Background: an optimization exercise with open tools, aiming at small area and a short achievable clock period. Do not read the settings as production practice.
At most, simulation tests tie the RTL to the original design; equivalence was not proved.
The RTL of run 2 was laid out without a check of its function.
Power figures rest on the tool's default switching activity, not on a simulated workload.

===== flow/constraint.sdc =====
create_clock -name core_clock -period 5.5 [get_ports {clk}]
set_input_delay 1.1000 -clock core_clock [delete_from_list [all_inputs] [get_ports {clk}]]
set_output_delay 1.1000 -clock core_clock [all_outputs]
set_load 0.01 [all_outputs]

===== flow/flow/run.sh =====
#!/bin/bash
# Standard ORFS layout, except that the port buffers are buf_1 cells rather than the
# resizer's default pick (clkdlybuf4s50_1), which is larger and slower.
set -euo pipefail
bash standard.sh "BUFFER_PORTS_ARGS=-buffer_cell sky130_fd_sc_hd__buf_1" finish > make.log 2>&1

===== flow/design.v =====
module tag_wb_buffer #(
    parameter int AW    = 32,
    parameter int DW    = 128,
    parameter int DEPTH = 4
) (
    input  logic                     clk,
    input  logic                     rst,
    input  logic                     wb_valid,
    output logic                     wb_ready,
    input  logic [AW-1:0]            wb_addr,
    input  logic [DW-1:0]            wb_data,
    output logic                     mem_valid,
    input  logic                     mem_ready,
    output logic [AW-1:0]            mem_addr,
    output logic [DW-1:0]            mem_data,
    input  logic                     lk_valid,
    input  logic [AW-1:0]            lk_addr,
    output logic                     lk_rsp,
    output logic                     lk_hit,
    output logic [DW-1:0]            lk_data,
    output logic [$clog2(DEPTH):0]   count
);
    localparam int CW = $clog2(DEPTH) + 1;
    localparam logic [CW-1:0] FULL = CW'(DEPTH);
    logic [AW-1:0]    addr_q [DEPTH];
    logic [DW-1:0]    data_q [DEPTH];
    logic [DEPTH-1:0] v;                
    logic [DEPTH-1:0] q [DEPTH];        
    localparam int GB  = 16;            
    localparam int NMA = AW / GB;
    localparam int NMD = DW / GB;
    localparam int NLD = DW / GB;
    logic [DEPTH-1:0] ma_sel [NMA];     
    logic [DEPTH-1:0] md_sel [NMD];     
    logic [DEPTH-1:0] lk_sel [NLD];     
    logic [DEPTH-1:0] sel_d;
    logic [DEPTH-1:0] ws;               
    logic [DEPTH-1:0] co_m, lk_m;
    logic             wb_acc, retire, co_hit, alloc, wb_lk;
    logic             hdup;             
    logic             hdup_n;
    logic [DEPTH-1:0] wb_eq, lk_eq;     
    logic             wl_eq;            
    logic [DEPTH-1:0] q1 [DEPTH+1];
    logic [DEPTH-1:0] q2 [DEPTH];
    logic [DEPTH-1:0] v_n, sel_n;
    logic [CW-1:0]    cnt_ap, cnt_co;
    logic [AW-1:0]    ma;
    logic [DW-1:0]    md, ld;
    always_comb begin
        wb_ready  = (count != FULL);
        mem_valid = (count != '0);
        wb_acc    = wb_valid && wb_ready;
        retire    = mem_valid && mem_ready;
        ws = '0;
        for (int j = DEPTH - 1; j >= 0; j--) begin
            if (!v[j]) begin
                ws    = '0;
                ws[j] = 1'b1;
            end
        end
        for (int j = 0; j < DEPTH; j++) begin
            co_m[j] = v[j] && !q[0][j] && wb_eq[j];
            lk_m[j] = v[j] && lk_eq[j];
        end
        co_hit = wb_acc && (co_m != '0);
        alloc  = wb_acc && !co_hit;
        cnt_co = retire ? count - 1'b1 : count;
        cnt_ap = (wb_acc && !retire) ? count + 1'b1 : (!wb_acc && retire) ? count - 1'b1 : count;
        wb_lk  = wb_acc && wl_eq;
        hdup_n = !retire && (hdup || (alloc && (wb_eq & v & q[0]) != '0));
        q1[0] = (count == '0) ? ws : q[0];
        for (int k = 1; k < DEPTH; k++)
            q1[k] = (count == CW'(k) || (wb_acc && (q[k] & wb_eq) != '0)) ? ws : q[k];
        q1[DEPTH] = ws;
        for (int k = 0; k < DEPTH; k++) q2[k] = retire ? q1[k+1] : q1[k];
        v_n = v;
        if (co_hit) v_n = v_n & ~co_m;
        if (retire) v_n = v_n & ~q[0];
        if (wb_acc) v_n = v_n | ws;
        if (wb_lk) sel_n = ws;
        else       sel_n = lk_m & (hdup ? ~q[0] : {DEPTH{1'b1}});
        if (!lk_valid) sel_n = '0;
        sel_d = rst ? '0 : sel_n;
    end
    always_comb begin
        ma = '0;
        md = '0;
        ld = '0;
        for (int j = 0; j < DEPTH; j++) begin
            for (int g = 0; g < NMA; g++)
                ma[g*GB +: GB] = ma[g*GB +: GB] | (addr_q[j][g*GB +: GB] & {GB{ma_sel[g][j]}});
            for (int g = 0; g < NMD; g++)
                md[g*GB +: GB] = md[g*GB +: GB] | (data_q[j][g*GB +: GB] & {GB{md_sel[g][j]}});
            for (int g = 0; g < NLD; g++)
                ld[g*GB +: GB] = ld[g*GB +: GB] | (data_q[j][g*GB +: GB] & {GB{lk_sel[g][j]}});
        end
        mem_addr = ma;
        mem_data = md;
        lk_data  = ld;
    end
    always_ff @(posedge clk) begin
        if (rst) begin
            v      <= '0;
            hdup   <= 1'b0;
            count  <= '0;
            lk_rsp <= 1'b0;
            lk_hit <= 1'b0;
        end else begin
            v <= v_n;
            hdup <= hdup_n;
            count <= co_hit ? cnt_co : cnt_ap;
            lk_rsp <= lk_valid;
            lk_hit <= lk_valid && (wb_lk || lk_m != '0);
        end
    end
    always_ff @(posedge clk) begin
        for (int k = 0; k < DEPTH; k++) q[k] <= q2[k];
    end
    for (genvar j = 0; j < DEPTH; j++) begin : g_cmp
        tag_wb_buffer_eq #(.W(AW)) u_wb (.a(addr_q[j]), .b(wb_addr), .eq(wb_eq[j]));
        tag_wb_buffer_eq #(.W(AW)) u_lk (.a(addr_q[j]), .b(lk_addr), .eq(lk_eq[j]));
    end
    tag_wb_buffer_eq #(.W(AW)) u_wl (.a(wb_addr), .b(lk_addr), .eq(wl_eq));
    for (genvar g = 0; g < NMA; g++) begin : g_ma
        tag_wb_buffer_sel #(.W(DEPTH)) u_sel (.clk(clk), .d(q2[0]), .q(ma_sel[g]));
    end
    for (genvar g = 0; g < NMD; g++) begin : g_md
        tag_wb_buffer_sel #(.W(DEPTH)) u_sel (.clk(clk), .d(q2[0]), .q(md_sel[g]));
    end
    for (genvar g = 0; g < NLD; g++) begin : g_lk
        tag_wb_buffer_sel #(.W(DEPTH)) u_sel (.clk(clk), .d(sel_d), .q(lk_sel[g]));
    end
    always_ff @(posedge clk) begin
        for (int j = 0; j < DEPTH; j++) begin
            if (ws[j]) begin
                addr_q[j] <= wb_addr;
                data_q[j] <= wb_data;
            end
        end
    end
endmodule
module tag_wb_buffer_sel #(
    parameter int W = 4
) (
    input  logic         clk,
    input  logic [W-1:0] d,
    output logic [W-1:0] q
);
    always_ff @(posedge clk) q <= d;
endmodule
module tag_wb_buffer_eq #(
    parameter int W = 32
) (
    input  logic [W-1:0] a,
    input  logic [W-1:0] b,
    output logic         eq
);
    assign eq = (a == b);
endmodule

===== flow/config.mk =====
export PLATFORM = sky130hd
export DESIGN_NAME = tag_wb_buffer
export DESIGN_NICKNAME = tag_wb_buffer
export VERILOG_FILES = /design/flow/design.v
export SDC_FILE = /design/flow/constraint.sdc
export NUM_CORES = 4
export LEC_CHECK = 0
export CAP_MARGIN = 20
export CORE_MARGIN = 2
export CORE_UTILIZATION = 60
export CTS_CLUSTER_DIAMETER = 70
export CTS_CLUSTER_SIZE = 24
export SETUP_SLACK_MARGIN = 2.7
export SLEW_MARGIN = 20
export SYNTH_HIERARCHICAL = 1
export SYNTH_MINIMUM_KEEP_SIZE = 0

===== flow/standard.sh =====
#!/bin/bash
# synth_recipe.tcl (not shown) runs the flow's synth.tcl, then flattens the netlist and writes it again
# the make line also repeats each setting of config.mk as NAME=value (left out here)
make -C /OpenROAD-flow-scripts/flow DESIGN_CONFIG=/design/flow/config.mk WORK_HOME=/design/flow/orfs CLKGATE_MAP_FILE= SYNTH_SCRIPT=/design/flow/synth_recipe.tcl "${@:-finish}"

==> results of run 1 <==
cell type report:
class | count | area share [%]
Multi-Input combinational cell | 1399 | 27.3
Sequential cell | 738 | 58.9
Clock buffer | 59 | 3.26
Clock inverter | 19 | 0.574
Timing Repair inverter | 1 | 0.0137
Antenna cell | 12 | 0.0825
Timing Repair Buffer | 549 | 7.34
Tap cell | 680 | 2.34
Inverter | 10 | 0.148
per-stage QoR:
stage / total power (W) / worst slack (ns) / cell area, µm²
floorplan: 0.00994 / -5.84 / 31300
global placement: 0.0116 / 1.34 / 33600
detailed placement: 0.0117 / 1.16 / 33600
CTS: 0.0153 / 2.70 / 35600
global route: 0.0164 / 2.63 / 36400
finish: 0.0158 / 2.66 / 36400
logic make-up (layout without fill, tap and decap cells):
group | Yosys count | count (layout) | share of synthesized area (%)
other | 0 | 12 | 0
AO/OA/AOI/OAI | 637 | 638 | 15.2
adder cells (fa/ha/maj) | 7 | 7 | 0.276
flip-flops | 738 | 738 | 67.7
buffers and inverters | 162 | 638 | 1.99
XOR/XNOR | 291 | 291 | 8.15
multiplexers | 7 | 7 | 0.236
AND/OR/NAND/NOR | 456 | 456 | 6.44
per-layer routing:
metal / vias up / global-route usage, %
met2: 1156 / 52.7
li1: 9834 / -
met4: 14 / 12.3
met1: 11100 / 43.9
met3: 217 / 8.39
met5: - / 0
state kept, by name, indices dropped and copies added (netlist names):
name and count:
count 3, addr_q 128, lk_hit 1, g_md.u_sel.q 32, q 16, data_q 512, lk_rsp 1, hdup 1
g_lk.u_sel.q 32, v 4, g_ma.u_sel.q 8
timing repair:
item | 4_1_cts | 5_1_grt
buffers inserted | 10 | 35
gates cloned | 2 | 1
pin swaps | 17 | 33
resized for setup | 229 | 92
endpoints found under the setup margin | 479 | 177
cells in the final DEF, fill, tap and decap left out, types with 17 or more instances in the layout:
cell / instances
nor4_2: 21
edfxtp_1: 640
dfxtp_4: 69
dfxtp_1: 23
buf_4: 40
nor4_1: 48
buf_1: 458
nand4_1: 24
a22oi_1: 580
xor2_1: 282
buf_12: 17
clkbuf_16: 44
nand2_1: 313
critical path, stage by stage:
cell and delay [ns]:
buf_6 0.12, xor2_1 0.17, nor4_2 0.40, nand4_1 0.30
nor2_4 0.24, a22o_1 0.23, o21ai_4 0.10, and2_4 0.21
o21ai_4 0.16, a21oi_4 0.10, clkbuf_16 0.21
power by group through the flow:
stage	combinational (W)	clock [W]	sequential (W)
after floorplan	0.00265	0	0.00729
after global placement	0.00330	0	0.00830
after detailed placement	0.00335	0	0.00830
after CTS	0.00352	0.00353	0.00827
after global routing	0.00436	0.00372	0.00828
final	0.00404	0.00352	0.00821
path summary, 6_finish.rpt:
check        slack, ns                 end  depth (start not counted)
min reg2reg       0.50             q[3][0]                          2
max reg2reg       2.81  g_ma[0].u_sel.q[1]                         11
max               2.66  g_ma[0].u_sel.q[1]                         11
min               0.50             q[3][0]                          2
==> impl_results.md, run 1 <==
- Starting density of the core: 60.9%
- CTS Buffer Depth: 3
- Critical Path Start: wb_addr[2]
- Pleak: ~13 nW
- Comb power frac: 25.6%
- Wire length on met2: 44300 µm
- Worst slew margin: about a third
- Ranking of synthesized cells by area: edfxtp_1 61%, a22oi_1 14%, xor2_1 8.1%
- I/O Pins: 492
- Cell Int Power: 0.0102 W
- Post-synth top area cell: edfxtp_1
- Wire length on met1: around 35000 µm
- P per Cell Area: 433 nW/µm²
- P_sw: around 0.0056 W
- Fill cells: between 3000 and 4000
- Clock power frac: between 20% and 30%
- Final setup violation count: 0
- Core area: 51400 µm²
- Fin. Hold Viols: 0
- Most frequent cell after synthesis: edfxtp_1
- Reg power frac: around 52%
- Row cnt: 83
- Commonest cells post-synth: 640 x edfxtp_1, 580 x a22oi_1, 317 x nand2_1, 288 x xor2_1, 137 x clkbuf_1
- Switch share: a little over a third
- Final setup TNS: 0 ns
- Status: complete, no violations
- Worst vdd ir: 0.000303 V
- Hold_sp: q[3][0]
- Syn Inst Count: roughly 2300
- Share of the synthesized area in the top cell type: 61.4%
- Clock Latency Late Sink: about 0.62 ns
- Clock sink count: 738
- Largest net degree at the start of global routing: 130
- Vias in the first global route: between 20000 and 25000
- Post-CTS Hold Fix Bufs: 0
- DP Cell Count: approximately 3300
- TritonCTS clock tree: yes
- Die Width: 232 µm
- Final wirelength: ~92000 µm
- Routed len/inst: about 27 µm
- Final core utilization: a little over two thirds
- Final nets: 2945
- Post-Route Skew: about 0.038 ns
- FF-to-FF Start: addr_q[0][15]
- Die footprint: ~54000 µm²
- Top sig layer: met5
- Via count: 22300
- Final antenna-violating net count: 0
- Fin cells: 3467
- Share of layout cells above drive strength 1: between 10% and 20%
- Clock buffer count from CTS: 43
- HP Class: reg2reg
- H-Tree Level Count: 2
- Post-Syn Area: 31300 µm²
- Register area share after synthesis: approximately two thirds
- Post-route clock period utilization: roughly half
- CP Max Fanout: 9
- Register area: 21400 µm²
- Initial DRC count: between 2000 and 2500
- Clock Tree Root: clkbuf_16
- Layout area overhead: 16.4%
- Initial antenna violation count: 16
- Tmin final: ~2.8 ns
- Hpwl dp: between 50000 and 60000 µm
- Number of flops mapped to enable cells by yosys: 640
- Hold_ws: about 0.5 ns
- Final Max Tran Viols: 0
- Multi-input logic area: between 9000 and 10000 µm²
- Aggregate global-route resource usage: between 30 and 40%
- Primary FF master, synth: edfxtp_1
- Overflow after GRT: 0
- Fraction of registers with async set/reset: 0%
- Worst Path Required: 6.00 ns
- Remaining DRCs: 0
- Die Y: between 200 and 250 µm
- Clock transition at path regs: 0.09 ns
- Syn_area_per_cell: roughly 14 µm²
- RSZ-0062 raised after global routing: true
- Met3 WL post-DR: a little over 9000 µm
- Synth unique cells: 50
- Warnings, synthesis: 21
- First-pass DRT Iterations: 5
- Vias per cell: around 6.4
- # Max-Cap Violations: 0
- First-pass GRT wire length: ~130000 µm
- WP data arrival: 3.35 ns
- CP Launch Type: input pin
- Actual slew at the worst max-slew pin: 1.01 ns
- Yosys reg bits: 738
- Buffers on Ports: a little under 500
- RePlAce Congestion: 0.919
- CP Class: in2reg
- CP Capture Type: flip-flop
- Max frequency: between 0.3 and 0.4 GHz
==> run 2: changes to the inputs <==
--- a/flow/design.v
+++ b/flow/design.v
@@ -43,4 +43,9 @@
     logic             wl_eq;            
-    logic [DEPTH-1:0] q1 [DEPTH+1];
-    logic [DEPTH-1:0] q2 [DEPTH];
+    logic [DEPTH-1:0][DEPTH-1:0] q2;    
+    logic [DEPTH-1:0][DEPTH-1:0] qa;    
+    logic [DEPTH-1:0][DEPTH-1:0] qm;    
+    logic [DEPTH-1:0] qf;               
+    logic [CW-1:0]    cnt_n;
+    logic             lk_g, lk_e;
+    logic [DEPTH-1:0] cnt_m, lk_mm;
     logic [DEPTH-1:0] v_n, sel_n;
@@ -50,6 +55,2 @@
     always_comb begin
-        wb_ready  = (count != FULL);
-        mem_valid = (count != '0);
-        wb_acc    = wb_valid && wb_ready;
-        retire    = mem_valid && mem_ready;
         ws = '0;
@@ -61,2 +62,8 @@
         end
+    end
+    always_comb begin
+        wb_ready  = (count != FULL);
+        mem_valid = (count != '0);
+        wb_acc    = wb_valid && wb_ready;
+        retire    = mem_valid && mem_ready;
         for (int j = 0; j < DEPTH; j++) begin
@@ -65,3 +72,3 @@
         end
-        co_hit = wb_acc && (co_m != '0);
+        co_hit = wb_acc && (co_m != '0);       
         alloc  = wb_acc && !co_hit;
@@ -71,7 +78,2 @@
         hdup_n = !retire && (hdup || (alloc && (wb_eq & v & q[0]) != '0));
-        q1[0] = (count == '0) ? ws : q[0];
-        for (int k = 1; k < DEPTH; k++)
-            q1[k] = (count == CW'(k) || (wb_acc && (q[k] & wb_eq) != '0)) ? ws : q[k];
-        q1[DEPTH] = ws;
-        for (int k = 0; k < DEPTH; k++) q2[k] = retire ? q1[k+1] : q1[k];
         v_n = v;
@@ -80,8 +82,6 @@
         if (wb_acc) v_n = v_n | ws;
-        if (wb_lk) sel_n = ws;
-        else       sel_n = lk_m & (hdup ? ~q[0] : {DEPTH{1'b1}});
-        if (!lk_valid) sel_n = '0;
-        sel_d = rst ? '0 : sel_n;
-    end
-    always_comb begin
+        lk_g  = lk_valid && !rst;
+        lk_e  = wb_acc && lk_g;
+        lk_mm = v & (hdup ? ~q[0] : {DEPTH{1'b1}}) & {DEPTH{lk_g}};
+        cnt_m = v & ~q[0];
         ma = '0;
@@ -90,8 +90,7 @@
         for (int j = 0; j < DEPTH; j++) begin
-            for (int g = 0; g < NMA; g++)
-                ma[g*GB +: GB] = ma[g*GB +: GB] | (addr_q[j][g*GB +: GB] & {GB{ma_sel[g][j]}});
-            for (int g = 0; g < NMD; g++)
-                md[g*GB +: GB] = md[g*GB +: GB] | (data_q[j][g*GB +: GB] & {GB{md_sel[g][j]}});
-            for (int g = 0; g < NLD; g++)
-                ld[g*GB +: GB] = ld[g*GB +: GB] | (data_q[j][g*GB +: GB] & {GB{lk_sel[g][j]}});
+            for (int b = 0; b < AW; b++) ma[b] = ma[b] | (addr_q[j][b] & ma_sel[b / GB][j]);
+            for (int b = 0; b < DW; b++) begin
+                md[b] = md[b] | (data_q[j][b] & md_sel[b / GB][j]);
+                ld[b] = ld[b] | (data_q[j][b] & lk_sel[b / GB][j]);
+            end
         end
@@ -111,3 +110,3 @@
             hdup <= hdup_n;
-            count <= co_hit ? cnt_co : cnt_ap;
+            count <= cnt_n;
             lk_rsp <= lk_valid;
@@ -119,2 +118,19 @@
     end
+    for (genvar k = 0; k < DEPTH; k++) begin : g_q
+        if (k < DEPTH - 1) begin : g_mid
+            assign qa[k] = retire ? q[k+1] : q[k];
+            assign qm[k] = retire ? q[k+1] : ((k == 0) ? '0 : q[k]);
+            assign qf[k] = retire ? (count == CW'(k + 1)) : (count == CW'(k));
+        end else begin : g_last
+            assign qa[k] = retire ? ws : q[k];
+            assign qm[k] = retire ? '0 : q[k];
+            assign qf[k] = retire || (count == CW'(k));
+        end
+        tag_wb_buffer_late #(.MW(DEPTH), .DW(DEPTH)) u_late (
+            .x(wb_eq), .m(qm[k]), .f(qf[k]), .e(wb_acc), .a(qa[k]), .b(ws), .d(q2[k]));
+    end
+    tag_wb_buffer_late #(.MW(DEPTH), .DW(CW)) u_cnt (
+        .x(wb_eq), .m(cnt_m), .f(1'b0), .e(wb_acc), .a(cnt_ap), .b(cnt_co), .d(cnt_n));
+    tag_wb_buffer_lksel #(.W(DEPTH)) u_lksel (
+        .x(lk_eq), .m(lk_mm), .y(wl_eq), .e(lk_e), .b(ws), .d(sel_d));
     for (genvar j = 0; j < DEPTH; j++) begin : g_cmp
@@ -160 +176,27 @@
 endmodule
+module tag_wb_buffer_late #(
+    parameter int MW = 4,
+    parameter int DW = 4
+) (
+    input  logic [MW-1:0] x,
+    input  logic [MW-1:0] m,
+    input  logic          f,
+    input  logic          e,
+    input  logic [DW-1:0] a,
+    input  logic [DW-1:0] b,
+    output logic [DW-1:0] d
+);
+    assign d = (f || (e && (m & x) != '0)) ? b : a;
+endmodule
+module tag_wb_buffer_lksel #(
+    parameter int W = 4
+) (
+    input  logic [W-1:0] x,
+    input  logic [W-1:0] m,
+    input  logic         y,
+    input  logic         e,
+    input  logic [W-1:0] b,
+    output logic [W-1:0] d
+);
+    assign d = (e && y) ? b : (m & x);
+endmodule
--- a/flow/config.mk
+++ b/flow/config.mk
@@ -10,4 +10,4 @@
 export CORE_UTILIZATION = 60
-export CTS_CLUSTER_DIAMETER = 70
-export CTS_CLUSTER_SIZE = 24
+export CTS_CLUSTER_DIAMETER = 60
+export CTS_CLUSTER_SIZE = 20
 export SETUP_SLACK_MARGIN = 2.7
==> run 2 against run 1 <==
Via count grew 3.9%. Register-to-register slack gained 0.05 ns. Critical path type is now reg2out. Clock skew shrank 0.020 ns. Still clean.
==> impl_results.md, run 2 <==
- Status: complete, no violations (unchanged)
- Yosys reg bits: 738 (unchanged)
- Worst hold endpoint: hdup (was q[3][0])
- H-Tree Level Count: 2 (unchanged)
- Final antenna-violating net count: 0 (unchanged)
- WP data arrival: 1.68 ns (was 3.35 ns)
- Layout area overhead: 14.6% (was 16.4%)
- Post-route clock period utilization: 50.5% (was 51.7%)
- Clock Latency Late Sink: 0.63 ns (was 0.62 ns)
- Remaining DRCs: 0 (unchanged)
- Clock buffer count from CTS: 51 (was 43)
- Final wirelength: 94300 µm (was 92100 µm)
- Wire length on met1: 36100 µm (was 35000 µm)
- DP Cell Count: 3439 (was 3329)
- Number of flops mapped to enable cells by yosys: 640 (unchanged)
- Final core utilization: 69.7% (was 70.8%)
- Final nets: 3020 (was 2945)
- CP Capture Type: output pin (was flip-flop)
- Post-synth top area cell: edfxtp_1 (unchanged)
- Hold path depth: 1 (was 2)
- Hold_ws: 0.577 ns (was 0.503 ns)
- FF-to-FF Start: v[0] (was addr_q[0][15])
- Register area share after synthesis: 66.3% (was 67.7%)
- Share of the synthesized area in the top cell type: 60.2% (was 61.4%)
- Most common cell after layout, fill and taps aside: edfxtp_1 (unchanged)
- Fill cells: 3726 (was 3550)
- Met3 WL post-DR: 8990 µm (was 9210 µm)
- Worst slew margin: 26.6% (was 32.4%)
- Final setup violation count: 0 (unchanged)
- Vias in the first global route: 22600 (was 21800)
- Final setup margin: 2.72 ns (was 2.66 ns)
- Warnings, synthesis: 17 (was 21)
- Post-Syn Area: 31900 µm² (was 31300 µm²)
- Row cnt: 84 (was 83)
- Max frequency: 0.360 GHz (was 0.352 GHz)
- RSZ-0062 raised after global routing: true (unchanged)
- RePlAce Congestion: 0.907 (was 0.919)
- Clock sink count: 738 (unchanged)
- TritonCTS clock tree: yes (unchanged)
- Commonest non-fill, non-tap cells in the layout: 640 x edfxtp_1, 607 x a22oi_1, 453 x buf_1 (was 640 x edfxtp_1, 580 x a22oi_1, 458 x buf_1)
- Pleak: 12.8 nW (was 12.6 nW)
- First-pass GRT wire length: 141000 µm (was 134000 µm)
- Vias per cell: 6.52 (was 6.44)
- Hpwl dp: 60900 µm (was 58600 µm)
- Actual slew at the worst max-slew pin: 1.10 ns (was 1.01 ns)
- Fin cells: 3561 (was 3467)
- Post-CTS Hold Fix Bufs: 0 (unchanged)
- CP Launch Type: flip-flop (was input pin)
- Final setup TNS: 0 ns (unchanged)
- Routed len/inst: 26.5 µm (was 26.6 µm)
- Hold_sp: hdup (was q[3][0])
- Fraction of registers with async set/reset: 0% (unchanged)
- Critical Path Start: g_ma[0].u_sel.q[2] (was wb_addr[2])
- Overflow after GRT: 0 (unchanged)
- HP Class: reg2reg (unchanged)
- Ranking of synthesized cells by area: edfxtp_1 60%, a22oi_1 14%, xor2_1 7.9% (was edfxtp_1 61%, a22oi_1 14%, xor2_1 8.1%)
- Top sig layer: met5 (unchanged)
- Starting density of the core: 60.8% (was 60.9%)
- Max reg flops: 512 (unchanged)
- Worst slack, placed: 1.10 ns (was 1.16 ns)
- Clock Tree Root: clkbuf_16 (unchanged)
- Initial DRC count: 2796 (was 2265)
- Core area: 52600 µm² (was 51400 µm²)
- I/O Pins: 492 (unchanged)
- CTS Buffer Depth: 3 (unchanged)
- Via count: 23200 (was 22300)
- Reg2reg path depth: 5 (was 11)
- Die Width: 235 µm (was 232 µm)
- CP Class: reg2out (was in2reg)
- CP peak stage delay: 0.55 ns (was 0.40 ns)
- Post-Route Skew: 0.0180 ns (was 0.0382 ns)
- P per Cell Area: 430 nW/µm² (was 433 nW/µm²)
- R2R Path End: g_lk[4].u_sel.q[1] (was g_ma[0].u_sel.q[1])
- Die footprint: 55100 µm² (was 54000 µm²)
- Initial antenna violation count: 17 (was 16)
- Buffers on Ports: 491 (unchanged)
- Fin. Hold Viols: 0 (unchanged)
- Worst vdd ir: 0.000336 V (was 0.000303 V)
- Largest net degree at the start of global routing: 101 (was 130)
- Worst Path Required: 4.40 ns (was 6.00 ns)
- First-pass DRT Iterations: 6 (was 5)
- Commonest cells post-synth: 640 x edfxtp_1, 607 x a22oi_1, 338 x nand2_1, 288 x xor2_1, 124 x clkbuf_1 (was 640 x edfxtp_1, 580 x a22oi_1, 317 x nand2_1, 288 x xor2_1, 137 x clkbuf_1)
- Die Y: 235 µm (was 232 µm)
- Most frequent cell after synthesis: edfxtp_1 (unchanged)
- FF-to-FF setup slack: 2.86 ns (was 2.81 ns)
- CP Max Fanout: 16 (was 9)
- Primary FF master, synth: edfxtp_1 (unchanged)
- Aggregate global-route resource usage: 33.2% (was 33.0%)
- Share of layout cells above drive strength 1: 9.06% (was 11.3%)
- # Max-Cap Violations: 0 (unchanged)
- Syn Inst Count: 2395 (was 2298)
- Most flop-heavy register: data_q (unchanged)
- Wire length on met2: 45400 µm (was 44300 µm)
- Critical-path top delay cell: dfxtp_4 (was nor4_2)
- Final Max Tran Viols: 0 (unchanged)
- Clock transition at path regs: 0.08 ns (was 0.09 ns)
- Synth unique cells: 46 (was 50)
- CP cell instances: a22oi_1, nand2_1, buf_1 (was buf_6, xor2_1, nor4_2, nand4_1, nor2_4, a22o_1, o21ai_4, and2_4, o21ai_4, a21oi_4, clkbuf_16)
- Syn_area_per_cell: 13.3 µm² (was 13.6 µm²)
- Largest regs: data_q: 512 flops, addr_q: 128 flops (unchanged)
- Tmin final: 2.78 ns (was 2.84 ns)
## run 2: cell count changes after synthesis, moves of 15 or more
cell and delta:
nand4b_1 +19, nand3_1 +15, nand2_1 +21, a22oi_1 +27
o211ai_1 +16
## run 2: cells by family (layout without fill, tap and decap cells)
kind of cell	count (synthesis)	after routing	synth area share, %
other cells	1	20	0.0117
compound gates	671	671	15.8
fa+ha+maj	8	8	0.298
buf+inv	160	619	2.04
simple gates	524	524	7.52
flops	738	738	66.3
mux	1	1	0.0313
xor+xnor	292	292	8.01
## run 2: worst max-delay path by stage
stage,to,depth (start not counted)
detailed placement,g_md[3].u_sel.q[0],8
global route,mem_addr[11],3
floorplan,g_ma[0].u_sel.q[1],4
finish,mem_addr[11],3
global placement,g_md[6].u_sel.q[0],8
CTS,lk_data[108],3
## run 2: layout make-up
cell class / count / area (µm²) / area share (%)
diodes: 13 / 32.5 / 0.0889
clock buffers: 70 / 1430 / 3.89
clock inverters: 26 / 238 / 0.649
inverters: 6 / 28.8 / 0.0786
multi-input cells: 1503 / 10300 / 28.2
flip-flops and latches: 738 / 21500 / 58.6
well taps: 688 / 861 / 2.35
repair buffers: 516 / 2230 / 6.09
repair inverters: 1 / 7.51 / 0.0205
## run 2: metrics by stage
step	instance area, µm²	total power (W)
after floorplan	32000	0.00996
after global placement	34200	0.0116
after detailed placement	34200	0.0117
after CTS	36400	0.0156
after global routing	36600	0.0163
final	36600	0.0157
## run 2: critical path, delay by kind of cell, from the launching register on
family                 cells  cell delay [ns]
buffers and inverters      1             0.18
AND/OR/NAND/NOR            1             0.15
flip-flops                 1             0.55
AO/OA/AOI/OAI              1             0.15
## run 2: power breakdown
group	internal (W)	switching, W	leakage [nW]
Sequential	0.00691	0.00116	6.86
Clock	0.00189	0.00200	0.833
Combinational	0.00134	0.00243	5.07
Total	0.0101	0.00560	12.8
## run 2: timing repair
action                                  CTS  global route
resized for setup                       170            41
buffers inserted                          8             4
pin swaps                                 2             2
cloned                                    1             0
endpoints found under the setup margin  390           142
## run 2: per-layer routing
| layer | GRT usage (%) | up-vias |
|---|---|---|
| li1 | - | 10200 |
| met1 | 44.8 | 11500 |
| met2 | 53.1 | 1261 |
| met3 | 6.93 | 226 |
| met4 | 13.2 | 8 |
| met5 | 0 | - |

==> afterwards: timing with drivers on the ports <==
In the flow no input, the clock included, has a driving cell. The finished layouts below were timed again as built, in two steps.
Step 1, drivers: a clkbuf_16 drives clk and a buf_2 each remaining input, both assumed.
Step 2, shift: input delay + t, output delay - t, t = (earliest + latest rising clock arrival at the registers) / 2. This alone moves slack from input paths to output paths.
a / b / c = ideal ports / drivers / drivers and shift; a / b = the first two.
run	t (ns)	setup WS [ns]	latest minus earliest clock arrival (ns)
run 1	0.665	2.658 / 2.643 / 2.023	0.039 / 0.039
run 2	0.685	2.721 / 2.655 / 2.104	0.019 / 0.019
After both steps every run listed still meets setup and hold. For run 1, which loses most, drivers alone change the setup slack by -0.015 ns; drivers and shift together by -0.635 ns.
